Background: an optimization exercise with open tools, aiming at small area. Do not read the settings as production practice.
In this exercise RTL edits were held to simulation tests only and were not proved equivalent to the original.

==> run a: inputs <==
==> flow/design.v <==
module output_module #(
  parameter int ELEM_W = 32,
  parameter int ELEMS  = 16,
  parameter int DEPTH  = 2
) (
  input  logic                      clk,
  input  logic                      rst,
  input  logic [ELEM_W-1:0]         din,
  input  logic                      din_valid,
  output logic                      full,
  output logic [ELEM_W*ELEMS-1:0]   dout,
  output logic                      dout_valid,
  input  logic                      dout_deq,
  output logic [15:0]               blk_cnt
  ,
  input  logic                      flush
);
  localparam int CW = $clog2(ELEMS);
  logic [1:0]    occ_q;                 
  logic [1:0]    rd_q;                  
  logic          wr;                    
  logic [CW-1:0] cnt_q;
  logic [15:0]   blk_cnt_q;
  logic [ELEM_W-1:0] mem_q  [2][ELEMS];
  logic [CW-1:0]     last_q [2];        
  logic acc, complete, push, pop, flush_fire;
  logic [CW-1:0] last_lane;
  assign full       = (occ_q == 2'd2);
  assign dout_valid = (occ_q != 2'd0);
  assign blk_cnt    = blk_cnt_q;
  assign acc      = din_valid && !full;
  assign complete = acc && (cnt_q == CW'(ELEMS - 1));
  assign flush_fire = flush && !full && ((cnt_q != '0) || acc) && !complete;
  assign push      = complete || flush_fire;
  assign pop       = dout_deq && dout_valid;
  assign wr        = rd_q[1] ^ occ_q[0];
  assign last_lane = acc ? cnt_q : cnt_q - CW'(1);
  always_ff @(posedge clk or posedge rst) begin
    if (rst) begin
      occ_q     <= '0;
      rd_q      <= 2'b01;
      cnt_q     <= '0;
      blk_cnt_q <= '0;
    end else begin
      if (push && !pop) occ_q <= occ_q + 2'd1;
      else if (pop && !push) occ_q <= occ_q - 2'd1;
      if (pop) rd_q <= {rd_q[0], rd_q[1]};
      if (push) begin
        cnt_q     <= '0;
        blk_cnt_q <= blk_cnt_q + 16'd1;
      end else if (acc) begin
        cnt_q     <= cnt_q + CW'(1);
      end
    end
  end
  always_ff @(posedge clk) begin
    for (int s = 0; s < 2; s++) begin
      for (int k = 0; k < ELEMS; k++) begin
        if (acc && wr == s[0] && cnt_q == CW'(k)) mem_q[s][k] <= din;
      end
      if (push && wr == s[0]) last_q[s] <= last_lane;
    end
  end
  logic [CW-1:0] head_last;
  assign head_last = rd_q[1] ? last_q[1] : last_q[0];
  always_comb begin
    for (int k = 0; k < ELEMS; k++) begin
      dout[k*ELEM_W +: ELEM_W] = (mem_q[0][k] & {ELEM_W{rd_q[0]}})
                               | (mem_q[1][k] & {ELEM_W{rd_q[1]}})
                               | {ELEM_W{(CW'(k) > head_last)}};
    end
  end
endmodule
==> flow/run.sh <==
#!/bin/bash
# synth_recipe.tcl (not shown) runs the flow's synth.tcl, then flattens the netlist and writes it again
# the make line also repeats each setting of config.mk as NAME=value (left out here)
make -C /OpenROAD-flow-scripts/flow DESIGN_CONFIG=/design/flow/config.mk WORK_HOME=/design/flow/orfs CLKGATE_MAP_FILE= SYNTH_SCRIPT=/design/flow/synth_recipe.tcl finish
==> flow/config.mk <==
export PLATFORM = sky130hd
export DESIGN_NAME = output_module
export DESIGN_NICKNAME = output_module
export VERILOG_FILES = /design/flow/design.v
export SDC_FILE = /design/flow/constraint.sdc
export NUM_CORES = 4
export LEC_CHECK = 0
export CAP_MARGIN = 35
export CORE_MARGIN = 2
export CORE_UTILIZATION = 35
export SLEW_MARGIN = 35
==> flow/constraint.sdc <==
create_clock -name core_clock -period 7.0 [get_ports {clk}]
set_input_delay 1.4000 -clock core_clock [delete_from_list [all_inputs] [get_ports {clk}]]
set_output_delay 1.4000 -clock core_clock [all_outputs]
set_load 0.01 [all_outputs]
==> run b: changes against run a <==
--- a/flow/design.v
+++ b/flow/design.v
@@ -23,3 +23,3 @@
   logic [15:0]   blk_cnt_q;
-  logic [ELEM_W-1:0] mem_q  [2][ELEMS];
+  logic [ELEM_W-1:0] mem_n_q [2][ELEMS];  
   logic [CW-1:0]     last_q [2];        
@@ -58,3 +58,3 @@
       for (int k = 0; k < ELEMS; k++) begin
-        if (acc && wr == s[0] && cnt_q == CW'(k)) mem_q[s][k] <= din;
+        if (acc && wr == s[0] && cnt_q == CW'(k)) mem_n_q[s][k] <= ~din;
       end
@@ -67,5 +67,5 @@
     for (int k = 0; k < ELEMS; k++) begin
-      dout[k*ELEM_W +: ELEM_W] = (mem_q[0][k] & {ELEM_W{rd_q[0]}})
-                               | (mem_q[1][k] & {ELEM_W{rd_q[1]}})
-                               | {ELEM_W{(CW'(k) > head_last)}};
+      dout[k*ELEM_W +: ELEM_W] = ~((mem_n_q[0][k] | {ELEM_W{rd_q[1]}})
+                                 & (mem_n_q[1][k] | {ELEM_W{rd_q[0]}})
+                                 & {ELEM_W{(CW'(k) <= head_last)}});
     end
==> flow/flow/run.sh (new file) <==
#!/bin/bash
# Standard ORFS layout with smaller port buffers and a leaner clock tree.
set -euo pipefail
cat >> config.mk <<'EOT'
export BUFFER_PORTS_ARGS = -buffer_cell sky130_fd_sc_hd__buf_1
export CTS_ARGS = -sink_clustering_enable -repair_clock_nets -dont_use_dummy_load -buf_list sky130_fd_sc_hd__clkbuf_16 -sink_clustering_size 22 -sink_clustering_max_diameter 100
EOT
bash standard.sh > flow.log 2>&1
==> flow/standard.sh (new file) <==
#!/bin/bash
# synth_recipe.tcl (not shown) runs the flow's synth.tcl, then flattens the netlist and writes it again
# the make line also repeats each setting of config.mk as NAME=value (left out here)
make -C /OpenROAD-flow-scripts/flow DESIGN_CONFIG=/design/flow/config.mk WORK_HOME=/design/flow/orfs CLKGATE_MAP_FILE= SYNTH_SCRIPT=/design/flow/synth_recipe.tcl "${@:-finish}"
BUFFER_PORTS_ARGS = -buffer_cell sky130_fd_sc_hd__buf_1   (was unset)
CAP_MARGIN = 10   (was 35)
CORE_UTILIZATION = 70   (was 35)
CTS_ARGS = -sink_clustering_enable -repair_clock_nets -dont_use_dummy_load -buf_list sky130_fd_sc_hd__clkbuf_16 -sink_clustering_size 22 -sink_clustering_max_diameter 100   (was unset)
SLEW_MARGIN = 10   (was 35)
removed: flow/run.sh
==> run c: changes against run a <==
--- a/flow/design.v
+++ b/flow/design.v
@@ -23,3 +23,3 @@
   logic [15:0]   blk_cnt_q;
-  logic [ELEM_W-1:0] mem_q  [2][ELEMS];
+  logic [ELEM_W-1:0] mem_n_q [2][ELEMS];  
   logic [CW-1:0]     last_q [2];        
@@ -58,3 +58,3 @@
       for (int k = 0; k < ELEMS; k++) begin
-        if (acc && wr == s[0] && cnt_q == CW'(k)) mem_q[s][k] <= din;
+        if (acc && wr == s[0] && cnt_q == CW'(k)) mem_n_q[s][k] <= ~din;
       end
@@ -67,5 +67,5 @@
     for (int k = 0; k < ELEMS; k++) begin
-      dout[k*ELEM_W +: ELEM_W] = (mem_q[0][k] & {ELEM_W{rd_q[0]}})
-                               | (mem_q[1][k] & {ELEM_W{rd_q[1]}})
-                               | {ELEM_W{(CW'(k) > head_last)}};
+      dout[k*ELEM_W +: ELEM_W] = ~((mem_n_q[0][k] | {ELEM_W{rd_q[1]}})
+                                 & (mem_n_q[1][k] | {ELEM_W{rd_q[0]}})
+                                 & {ELEM_W{(CW'(k) <= head_last)}});
     end
==> flow/flow/run.sh (new file) <==
#!/bin/bash
# Standard ORFS layout with smaller port buffers and a leaner clock tree.
set -euo pipefail
cat >> config.mk <<'EOT'
export BUFFER_PORTS_ARGS = -buffer_cell sky130_fd_sc_hd__buf_1
export CTS_ARGS = -sink_clustering_enable -repair_clock_nets -dont_use_dummy_load -buf_list sky130_fd_sc_hd__clkbuf_8
EOT
bash standard.sh > flow.log 2>&1
==> flow/standard.sh (new file) <==
#!/bin/bash
# synth_recipe.tcl (not shown) runs the flow's synth.tcl, then flattens the netlist and writes it again
# the make line also repeats each setting of config.mk as NAME=value (left out here)
make -C /OpenROAD-flow-scripts/flow DESIGN_CONFIG=/design/flow/config.mk WORK_HOME=/design/flow/orfs CLKGATE_MAP_FILE= SYNTH_SCRIPT=/design/flow/synth_recipe.tcl "${@:-finish}"
BUFFER_PORTS_ARGS = -buffer_cell sky130_fd_sc_hd__buf_1   (was unset)
CAP_MARGIN = 10   (was 35)
CORE_UTILIZATION = 60   (was 35)
CTS_ARGS = -sink_clustering_enable -repair_clock_nets -dont_use_dummy_load -buf_list sky130_fd_sc_hd__clkbuf_8   (was unset)
SLEW_MARGIN = 10   (was 35)
removed: flow/run.sh
==> summary of the runs <==
Area after synthesis is the same in run b and run c.
Flip-flop and latch count is the same in run a and run c.
Between run c and run b, the lower die area is in run b (gap 16%, measured against run b).
Of run a and run b, run a has the higher register-to-register slack (gap 0.96 ns).

static timing again, ports no longer ideal:
Ports are ideal in the flow. The routed layouts listed here were re-timed in OpenROAD.
Step 1: set_driving_cell puts a clkbuf_16 on clk and a buf_2 on each other input, an assumption about the parent block.
Step 2 also shifts input and output timing later by t, the mid clock arrival at the registers, as if the neighbouring blocks saw the same clock.
a / b / c = no drivers / after step 1 / after step 2; a / b = the first two.
run | t, ns | setup WS [ns] | worst setup path after step 2 | worst slew at a driven data input, ns | pins driven straight from the clock port
run a | 0.754 | 1.380 / 1.309 / 2.062 | register to output | 0.12 | 1
run b | 0.691 | 1.444 / 1.382 / 2.052 | register to register | 0.09 | 1
run c | 0.828 | 1.334 / 1.277 / 2.104 | register to output | 0.09 | 1
After both steps setup and hold are still met in every run listed.
